Context: an optimization exercise on an open-source flow, tuned for small area. The choices shown serve that exercise and are no tape-out recipe.
In this exercise RTL edits were held to simulation tests only and were not proved equivalent to the original.
Power figures rest on the tool's default switching activity, not on a simulated workload.

run A:
## datapath
module datapath #(
   parameter int                 numRegs = 16,
   parameter datapathPkg::word_t resetPc = '0
) (
   input  logic                clk,
   input  logic                arstN,
   input  logic                pcOut,
   input  logic                mdrOut,
   input  logic                zOut,
   input  logic                rOut,
   input  logic                cOut,
   input  logic                baOut,
   input  logic                pcIn,
   input  logic                irIn,
   input  logic                marIn,
   input  logic                mdrIn,
   input  logic                yIn,
   input  logic                zIn,
   input  logic                rIn,
   input  logic                gra,
   input  logic                grb,
   input  logic                grc,
   input  logic                incPc,
   input  logic                read,
   input  logic                write,
  ...
For scale: about 2300 cells after synthesis, about 720 flip-flops, ~0.032 mm^2 of cells after synthesis.
clock: 10.0 ns
lec_check: 0
cap_margin: 20
core_margin: 2
core_utilization: 55
slew_margin: 20
standard.sh (not shown) runs the stock make flow with config.mk's settings and CLKGATE_MAP_FILE= SYNTH_SCRIPT=/design/flow/synth_recipe.tcl, a recipe that flattens the netlist after the stock synthesis.
==> flow/flow/run.sh <==
#!/bin/bash
# Own layout flow: the standard synthesis and ORFS steps, with two changes:
#  - ports are buffered with sky130_fd_sc_hd__buf_2 instead of the default delay buffer
#  - clock tree synthesis without dummy loads
# Each tool's full output goes to a log file in the work folder.
set -euo pipefail
export BUFFER_PORTS_ARGS="-buffer_cell sky130_fd_sc_hd__buf_1"
export RECOVER_POWER=100
export CTS_ARGS="-sink_clustering_enable -repair_clock_nets -dont_use_dummy_load -buf_list sky130_fd_sc_hd__clkbuf_4 -sink_clustering_size 8 -sink_clustering_max_diameter 30"
bash standard.sh synth > synth.log 2>&1
bash standard.sh > layout.log 2>&1
The layout from run A, despite a flow that completed every stage, fails the layout checks, with the failing checks listed as max-capacitance violations, max-slew violations.
Relative to run A, the following input files were edited for run B:
diff --git a/flow/flow/run.sh b/flow/flow/run.sh
--- a/flow/flow/run.sh
+++ b/flow/flow/run.sh
@@ -7,3 +7,2 @@
-export BUFFER_PORTS_ARGS="-buffer_cell sky130_fd_sc_hd__buf_1"
-export RECOVER_POWER=100
-export CTS_ARGS="-sink_clustering_enable -repair_clock_nets -dont_use_dummy_load -buf_list sky130_fd_sc_hd__clkbuf_4 -sink_clustering_size 8 -sink_clustering_max_diameter 30"
+export BUFFER_PORTS_ARGS="-buffer_cell sky130_fd_sc_hd__buf_2"
+export CTS_ARGS="-sink_clustering_enable -repair_clock_nets -dont_use_dummy_load -buf_list sky130_fd_sc_hd__clkbuf_8 -sink_clustering_size 16 -sink_clustering_max_diameter 45"
Results
- Out of run A and run B, the only run to close with the timing, design-rule and antenna checks passing was run B.
- Although it ran to completion, run A produced a layout that fails the final checks because of max-capacitance violations, max-slew violations.
- Relative to run A, run B improves normalized max-slew margin.
- Lower final area goes to run A over run B.
- Relative to run A, the area used by multi-input combinational logic of run B is higher by 110 um^2.
- The first-pass GRT wire length was comparable across run A and run B.
For run C, these inputs were changed with respect to run B:
==> flow/flow/run.sh <==
#!/bin/bash
# Own layout flow: the standard synthesis and ORFS steps, with two changes:
#  - ports are buffered with sky130_fd_sc_hd__buf_1 instead of the default delay buffer
#  - clock tree synthesis without dummy loads
# Each tool's full output goes to a log file in the work folder.
set -euo pipefail
export BUFFER_PORTS_ARGS="-buffer_cell sky130_fd_sc_hd__buf_1"
export CTS_ARGS="-sink_clustering_enable -repair_clock_nets -dont_use_dummy_load -buf_list sky130_fd_sc_hd__clkbuf_4 -sink_clustering_size 8 -sink_clustering_max_diameter 40"
bash standard.sh synth > synth.log 2>&1
bash standard.sh > layout.log 2>&1
diff --git a/flow/config.mk b/flow/config.mk
--- a/flow/config.mk
+++ b/flow/config.mk
@@ -10 +10 @@
-export CORE_UTILIZATION = 55
+export CORE_UTILIZATION = 65
Findings:
Against run B, run C comes in about 2.6% lower on final cell count.
Comparing the two runs side by side, run C comes out ahead of run B on power.
[diff] routed wire length, run C relative to run B: improvement
Worst path arrival time | run C above run B

========
== 05-11 ==
datapath again, from the RTL that the note above started with.
## datapath
module datapath #(
   parameter int                 numRegs = 16,
   parameter datapathPkg::word_t resetPc = '0
) (
   input  logic                clk,
   input  logic                arstN,
   input  logic                pcOut,
   input  logic                mdrOut,
   input  logic                zOut,
   input  logic                rOut,
   input  logic                cOut,
   input  logic                baOut,
   input  logic                pcIn,
   input  logic                irIn,
   input  logic                marIn,
   input  logic                mdrIn,
   input  logic                yIn,
   input  logic                zIn,
   input  logic                rIn,
   input  logic                gra,
   input  logic                grb,
   input  logic                grc,
   input  logic                incPc,
   input  logic                read,
   input  logic                write,
   input  datapathPkg::aluOp_t aluOp,
   input  datapathPkg::word_t  memRdData,
   output datapathPkg::word_t  memAddr,
   output datapathPkg::word_t  memWrData,
   output datapathPkg::word_t  busOut,
   output logic                memRead,
   output logic                memWrite
);
clock: 10.0 ns
lec_check: 0
cap_margin: 20
core_margin: 2
core_utilization: 65
slew_margin: 20
==> flow/flow/run.sh <==
#!/bin/bash
# Own layout flow: the standard synthesis and ORFS steps, with two changes:
#  - ports are buffered with sky130_fd_sc_hd__buf_2 instead of the default delay buffer
#  - clock tree synthesis without dummy loads
# Each tool's full output goes to a log file in the work folder.
set -euo pipefail
export BUFFER_PORTS_ARGS="-buffer_cell sky130_fd_sc_hd__buf_1"
export CTS_ARGS="-sink_clustering_enable -repair_clock_nets -dont_use_dummy_load -buf_list sky130_fd_sc_hd__clkbuf_4 -sink_clustering_size 8 -sink_clustering_max_diameter 30"
bash standard.sh synth > synth.log 2>&1
bash standard.sh > layout.log 2>&1
What 07-09 does differently from 05-11 at the input level:
- CORE_UTILIZATION now 55, was 65
==> flow/flow/run.sh <==
#!/bin/bash
# Own layout flow: the standard synthesis and ORFS steps, with two changes:
#  - ports are buffered with sky130_fd_sc_hd__buf_2 instead of the default delay buffer
#  - clock tree synthesis without dummy loads
# Each tool's full output goes to a log file in the work folder.
set -euo pipefail
export BUFFER_PORTS_ARGS="-buffer_cell sky130_fd_sc_hd__buf_2"
export CTS_ARGS="-sink_clustering_enable -repair_clock_nets -dont_use_dummy_load -buf_list sky130_fd_sc_hd__clkbuf_4 -sink_clustering_size 8 -sink_clustering_max_diameter 30"
bash standard.sh synth > synth.log 2>&1
bash standard.sh > layout.log 2>&1
==> run notes <==
Compared 05-11 against 07-09; maximum clock frequency within noise. Cmp 07-09 vs 05-11: clock insertion delay at the later pin of the skew report higher in 07-09. The utilization of 07-09 falls short of that of 05-11 by 9.9 points. In the tables for 07-09 and 05-11, number of antenna violations at the first check in global routing reads lower with 05-11. On sequential logic power, 05-11 tracks 07-09 almost exactly.

========
Another version of the RTL of datapath (not shown whole).
Size: ~720 flip-flops.
==> flow/config.mk <==
export PLATFORM = sky130hd
export DESIGN_NAME = datapath
export DESIGN_NICKNAME = datapath
export VERILOG_FILES = /design/flow/design.v
export SDC_FILE = /design/flow/constraint.sdc
export NUM_CORES = 4
export LEC_CHECK = 0
export CAP_MARGIN = 20
export CORE_MARGIN = 2
export CORE_UTILIZATION = 55
export CTS_BUF_LIST = sky130_fd_sc_hd__clkbuf_8
export SLEW_MARGIN = 20
==> flow/constraint.sdc <==
create_clock -name core_clock -period 10.0 [get_ports {clk}]
set_input_delay 2.0000 -clock core_clock [delete_from_list [all_inputs] [get_ports {clk}]]
set_output_delay 2.0000 -clock core_clock [all_outputs]
set_load 0.01 [all_outputs]
run.sh (not shown) runs the stock make flow with config.mk's settings and CLKGATE_MAP_FILE= SYNTH_SCRIPT=/design/flow/synth_recipe.tcl, a recipe that flattens the netlist after the stock synthesis.
Stock flow here: none of the scripts above is used.
The baseline produced a clean layout.
Next try:
Settings changed: CTS_BUF_LIST sky130_fd_sc_hd__clkbuf_8 to sky130_fd_sc_hd__clkbuf_16, CTS_CLUSTER_DIAMETER set to 80, CTS_CLUSTER_SIZE set to 30.
=> The new run finished clean. Via count decreases by about 1.9%. Fmax decreases by 0.32%. Count of clock-buffer cells in the layout decreases by 85.

========
Setup of amber:
The RTL this note starts from:
==> flow/design.v <==
package datapathPkg;
   typedef logic [31:0] word_t;    
   typedef logic [3:0]  regIdx_t;  
   typedef logic [18:0] const_t;   
   typedef enum logic [3:0] {
      opAdd = 4'd0,
      opSub = 4'd1,
      opAnd = 4'd2,
      opOr  = 4'd3,
      opShl = 4'd4,
      opShr = 4'd5,
      opNeg = 4'd6,
      opNot = 4'd7
   } aluOp_t;
   localparam int raLsb      = 23;  
   localparam int rbLsb      = 19;  
   localparam int rcLsb      = 15;  
   localparam int constWidth = 19;  
endpackage
`timescale 1ns/1ns
module datapath #(
   parameter int                 numRegs = 16,
   parameter datapathPkg::word_t resetPc = '0
) (
   input  logic                clk,
   input  logic                arstN,
   input  logic                pcOut,
   input  logic                mdrOut,
   input  logic                zOut,
   input  logic                rOut,
   input  logic                cOut,
   input  logic                baOut,
   input  logic                pcIn,
   input  logic                irIn,
   input  logic                marIn,
   input  logic                mdrIn,
   input  logic                yIn,
   input  logic                zIn,
   input  logic                rIn,
   input  logic                gra,
   input  logic                grb,
   input  logic                grc,
   input  logic                incPc,
   input  logic                read,
   input  logic                write,
   input  datapathPkg::aluOp_t aluOp,
   input  datapathPkg::word_t  memRdData,
   output datapathPkg::word_t  memAddr,
   output datapathPkg::word_t  memWrData,
   output datapathPkg::word_t  busOut,
   output logic                memRead,
   output logic                memWrite
);
   logic [31:0] bus;
   logic [31:0] pcQ;   logic pcV;
   logic [26:0] irQ;   logic irV;    
   logic [31:0] yQ;    logic yV;
   logic [31:0] zQ;    logic zV;
   logic [31:0] marQ;
   logic [31:0] mdrQ;
   logic [31:0] rQ [16];
   logic [15:0] rV;
   logic [3:0]  idx;
   logic [15:0] idxHot;
   assign idx = ({4{gra & irV}} & irQ[26:23]) |
                ({4{grb & irV}} & irQ[22:19]) |
                ({4{grc & irV}} & irQ[18:15]);
   always_comb begin
      for (int i = 0; i < 16; i++) idxHot[i] = (idx == i[3:0]);
   end
   logic [15:0] rSel;
   logic [31:0] regBus;
   logic [31:0] cWord;
   always_comb begin
      rSel[0] = rOut & idxHot[0] & rV[0];
      for (int i = 1; i < 16; i++) rSel[i] = (rOut | baOut) & idxHot[i] & rV[i];
      regBus = '0;
      for (int i = 0; i < 16; i++) regBus = regBus | ({32{rSel[i]}} & rQ[i]);
   end
   assign cWord = {{13{irQ[18]}}, irQ[18:0]};
   assign bus = ({32{pcOut  & pcV}} & pcQ)  |
                ({32{mdrOut}}       & mdrQ) |
                ({32{zOut   & zV}}  & zQ)   |
                ({32{cOut   & irV}} & cWord) |
                regBus;
   logic        opArith, opLogic, opShl, opShr;
   logic        aZero, invB, cin;
   logic [31:0] a, b, g, p, sum, lg;
   logic [32:0] c;
   logic [31:0] shIn, shT, shRes, alu;
   logic [4:0]  sh;
   assign aZero   = aluOp[2] & aluOp[1];                     
   assign invB    = (aluOp[2:0] == 3'd1) | aZero;            
   assign cin     = (aluOp[2:0] == 3'd1) | (aluOp[2:0] == 3'd6);
   assign opArith = ~aluOp[1] & ~aluOp[2] | aZero;           
   assign opLogic = ~aluOp[2] & aluOp[1];                    
   assign opShl   = (aluOp[2:0] == 3'd4) & yV;
   assign opShr   = (aluOp[2:0] == 3'd5) & yV;
   assign a = yQ & {32{yV & ~aZero}};
   assign b = bus ^ {32{invB}};
   assign g = a & b;
   assign p = a ^ b;
   logic [31:0] pg, pp;
   always_comb begin
      pg = g;
      pp = p;
      pg[0] = g[0] | (p[0] & cin);
      for (int d = 1; d < 32; d = d * 2) begin
         for (int i = 2 * d - 1; i < 32; i = i + 2 * d) begin
            pg[i] = pg[i] | (pp[i] & pg[i-d]);
            pp[i] = pp[i] & pp[i-d];
         end
      end
      for (int d = 8; d >= 1; d = d / 2) begin
         for (int i = 3 * d - 1; i < 32; i = i + 2 * d) begin
            pg[i] = pg[i] | (pp[i] & pg[i-d]);
            pp[i] = pp[i] & pp[i-d];
         end
      end
   end
   assign c = {pg, cin};
   assign sum = p ^ c[31:0];
   assign lg = g | ({32{aluOp[0]}} & p);                     
   assign sh = bus[4:0];
   always_comb begin
      for (int i = 0; i < 32; i++) shIn[i] = aluOp[2:0] == 3'd4 ? yQ[31-i] : yQ[i];
   end
   assign shT = shIn >> sh;
   always_comb begin
      for (int i = 0; i < 32; i++) shRes[i] = (opShl & shT[31-i]) | (opShr & shT[i]);
   end
   assign alu = ({32{opArith}} & sum) | ({32{opLogic}} & lg) | shRes;
   always_ff @(posedge clk or negedge arstN) begin
      if (!arstN) begin
         pcV <= 1'b0;
         irV <= 1'b0;
         yV  <= 1'b0;
         zV  <= 1'b0;
         rV  <= '0;
      end else begin
         if (pcIn | incPc) pcV <= 1'b1;
         if (irIn) irV <= 1'b1;
         if (yIn)  yV  <= 1'b1;
         if (zIn)  zV  <= 1'b1;
         for (int i = 0; i < 16; i++) if (rIn & idxHot[i]) rV[i] <= 1'b1;
      end
   end
   logic [31:0] pcInc;
   assign pcInc = pcV ? {pcQ[31:2] + 30'd1, pcQ[1:0]} : 32'd4;
   always_ff @(posedge clk) begin
      if (pcIn) pcQ <= bus;
      else if (incPc) pcQ <= pcInc;
      if (irIn) irQ <= bus[26:0];
      if (yIn)  yQ  <= bus;
      if (zIn)  zQ  <= alu;
      for (int i = 0; i < 16; i++) if (rIn & idxHot[i]) rQ[i] <= bus;
   end
   always_ff @(posedge clk or negedge arstN) begin
      if (!arstN) begin
         marQ <= '0;
         mdrQ <= '0;
      end else begin
         if (marIn) marQ <= bus;
         if (mdrIn) mdrQ <= read ? memRdData : bus;
      end
   end
   assign memAddr   = marQ;
   assign memWrData = mdrQ;
   assign busOut    = bus;
   assign memRead   = read;
   assign memWrite  = write;
endmodule
export LEC_CHECK = 0
export CAP_MARGIN = 20
export CORE_MARGIN = 2
export CORE_UTILIZATION = 65
export SLEW_MARGIN = 20
create_clock -name core_clock -period 10.0 [get_ports {clk}]
standard.sh (not shown) runs the stock make flow with config.mk's settings and CLKGATE_MAP_FILE= SYNTH_SCRIPT=/design/flow/synth_recipe.tcl, a recipe that flattens the netlist after the stock synthesis.
==> flow/flow/run.sh <==
#!/bin/bash
# Own layout flow: the standard synthesis and ORFS steps, with two changes:
#  - ports are buffered with sky130_fd_sc_hd__buf_2 instead of the default delay buffer
#  - clock tree synthesis without dummy loads
# Each tool's full output goes to a log file in the work folder.
set -euo pipefail
export BUFFER_PORTS_ARGS="-buffer_cell sky130_fd_sc_hd__buf_2"
export CTS_ARGS="-sink_clustering_enable -repair_clock_nets -dont_use_dummy_load -buf_list sky130_fd_sc_hd__clkbuf_4 -sink_clustering_size 8 -sink_clustering_max_diameter 30"
bash standard.sh synth > synth.log 2>&1
bash standard.sh > layout.log 2>&1
The inputs of zinc differ from those of amber as listed below.
Settings: CORE_UTILIZATION changed from 65 to 55.
==> flow/flow/run.sh <==
#!/bin/bash
# Own layout flow: the standard synthesis and ORFS steps, with two changes:
#  - ports are buffered with sky130_fd_sc_hd__buf_2 instead of the default delay buffer
#  - clock tree synthesis without dummy loads
# Each tool's full output goes to a log file in the work folder.
set -euo pipefail
export BUFFER_PORTS_ARGS="-buffer_cell sky130_fd_sc_hd__buf_1"
export CTS_ARGS="-sink_clustering_enable -repair_clock_nets -dont_use_dummy_load -buf_list sky130_fd_sc_hd__clkbuf_4 -sink_clustering_size 8 -sink_clustering_max_diameter 30"
bash standard.sh synth > synth.log 2>&1
bash standard.sh > layout.log 2>&1
Findings:
- Routed wire length (zinc over amber): increase, 6.7 mm
- Summary of zinc over amber: highest net fanout along the worst path dropped 4; number of inserted diodes dropped 3; power share of the clock group climbed 1.1 points; post-route fraction of the period consumed by the critical path climbed 2.6 points; floorplan die width climbed about 9%.
- Changes observed in zinc relative to amber: number of cell instances on the worst register-to-register path increased by 1 relative to the old numbers; via count moved down; setup slack after layout shrank by 0.26 ns.
- amber ended up with grc as its start point of the critical path; zinc ended up with gra.
For sierra, these inputs were changed with respect to zinc:
Settings: CORE_UTILIZATION: 55 -> 65.
-- flow/flow/run.sh --
<<< zinc, line 1
#!/bin/bash
# Own layout flow: the standard synthesis and ORFS steps, with two changes:
#  - ports are buffered with sky130_fd_sc_hd__buf_2 instead of the default delay buffer
#  - clock tree synthesis without dummy loads
# Each tool's full output goes to a log file in the work folder.
>>> sierra, line 1
#!/bin/bash
# Own layout flow: the standard synthesis and ORFS steps, with two changes:
#  - ports are buffered with sky130_fd_sc_hd__buf_1 instead of the default delay buffer
#  - clock tree synthesis without dummy loads
# Each tool's full output goes to a log file in the work folder.
--- outcome ---
Highest-delay cell along the critical path: sky130_fd_sc_hd__and3_1 -> sierra, sky130_fd_sc_hd__or4b_1 -> zinc. Wire length of the first global-routing pass was lower in the run labelled sierra. The setup slack of sierra is smaller than that of zinc. sierra has number of vias per cell after detailed routing above what zinc had. Across both runs, utilization was higher for sierra than for zinc. Relative to zinc, the final cell area reported for sierra is lower.

==> separate check: timing with driven ports <==
No port has a modelled driver above. Below, the same layouts with a new extraction and two added sets of constraints. Step 1: set_driving_cell puts a clkbuf_16 on clk and a buf_2 on each other input, an assumption about the parent block. Step 2 adds t to the input delays and takes it off the output delays; t is the mean of the earliest and latest rising clock arrival at the registers after step 1. Input paths then give back, and output paths get back, about the clock's delay inside the block. a / b / c = no drivers / after step 1 / after step 2; a / b = the first two.
| run | t (ns) | setup slack, ns | worst slew at a driven data input, ns |
|---|---|---|---|
| run A | 1.028 | 0.650 / 0.674 / -0.337 | 0.06 |
| run B | 0.746 | 0.821 / 0.852 / 0.107 | 0.06 |
| run C | 0.929 | 0.954 / 0.988 / 0.059 | 0.06 |
| 05-11 | 0.953 | 1.081 / 1.116 / 0.163 | 0.06 |
| 07-09 | 1.040 | 1.088 / 1.088 / 0.134 | 0.06 |
| the first run of note 3 | 0.790 | 0.511 / 0.547 / -0.243 | 0.06 |
| the second run of note 3 | 0.706 | 0.481 / 0.522 / -0.184 | 0.06 |
| amber | 0.940 | 1.544 / 1.574 / 0.634 | 0.06 |
| zinc | 1.018 | 1.282 / 1.322 / 0.304 | 0.06 |
| sierra | 0.953 | 1.081 / 1.116 / 0.163 | 0.06 |
The setup slack of run A, which loses most, moves by +0.024 ns with the drivers and by -0.987 ns with both steps.
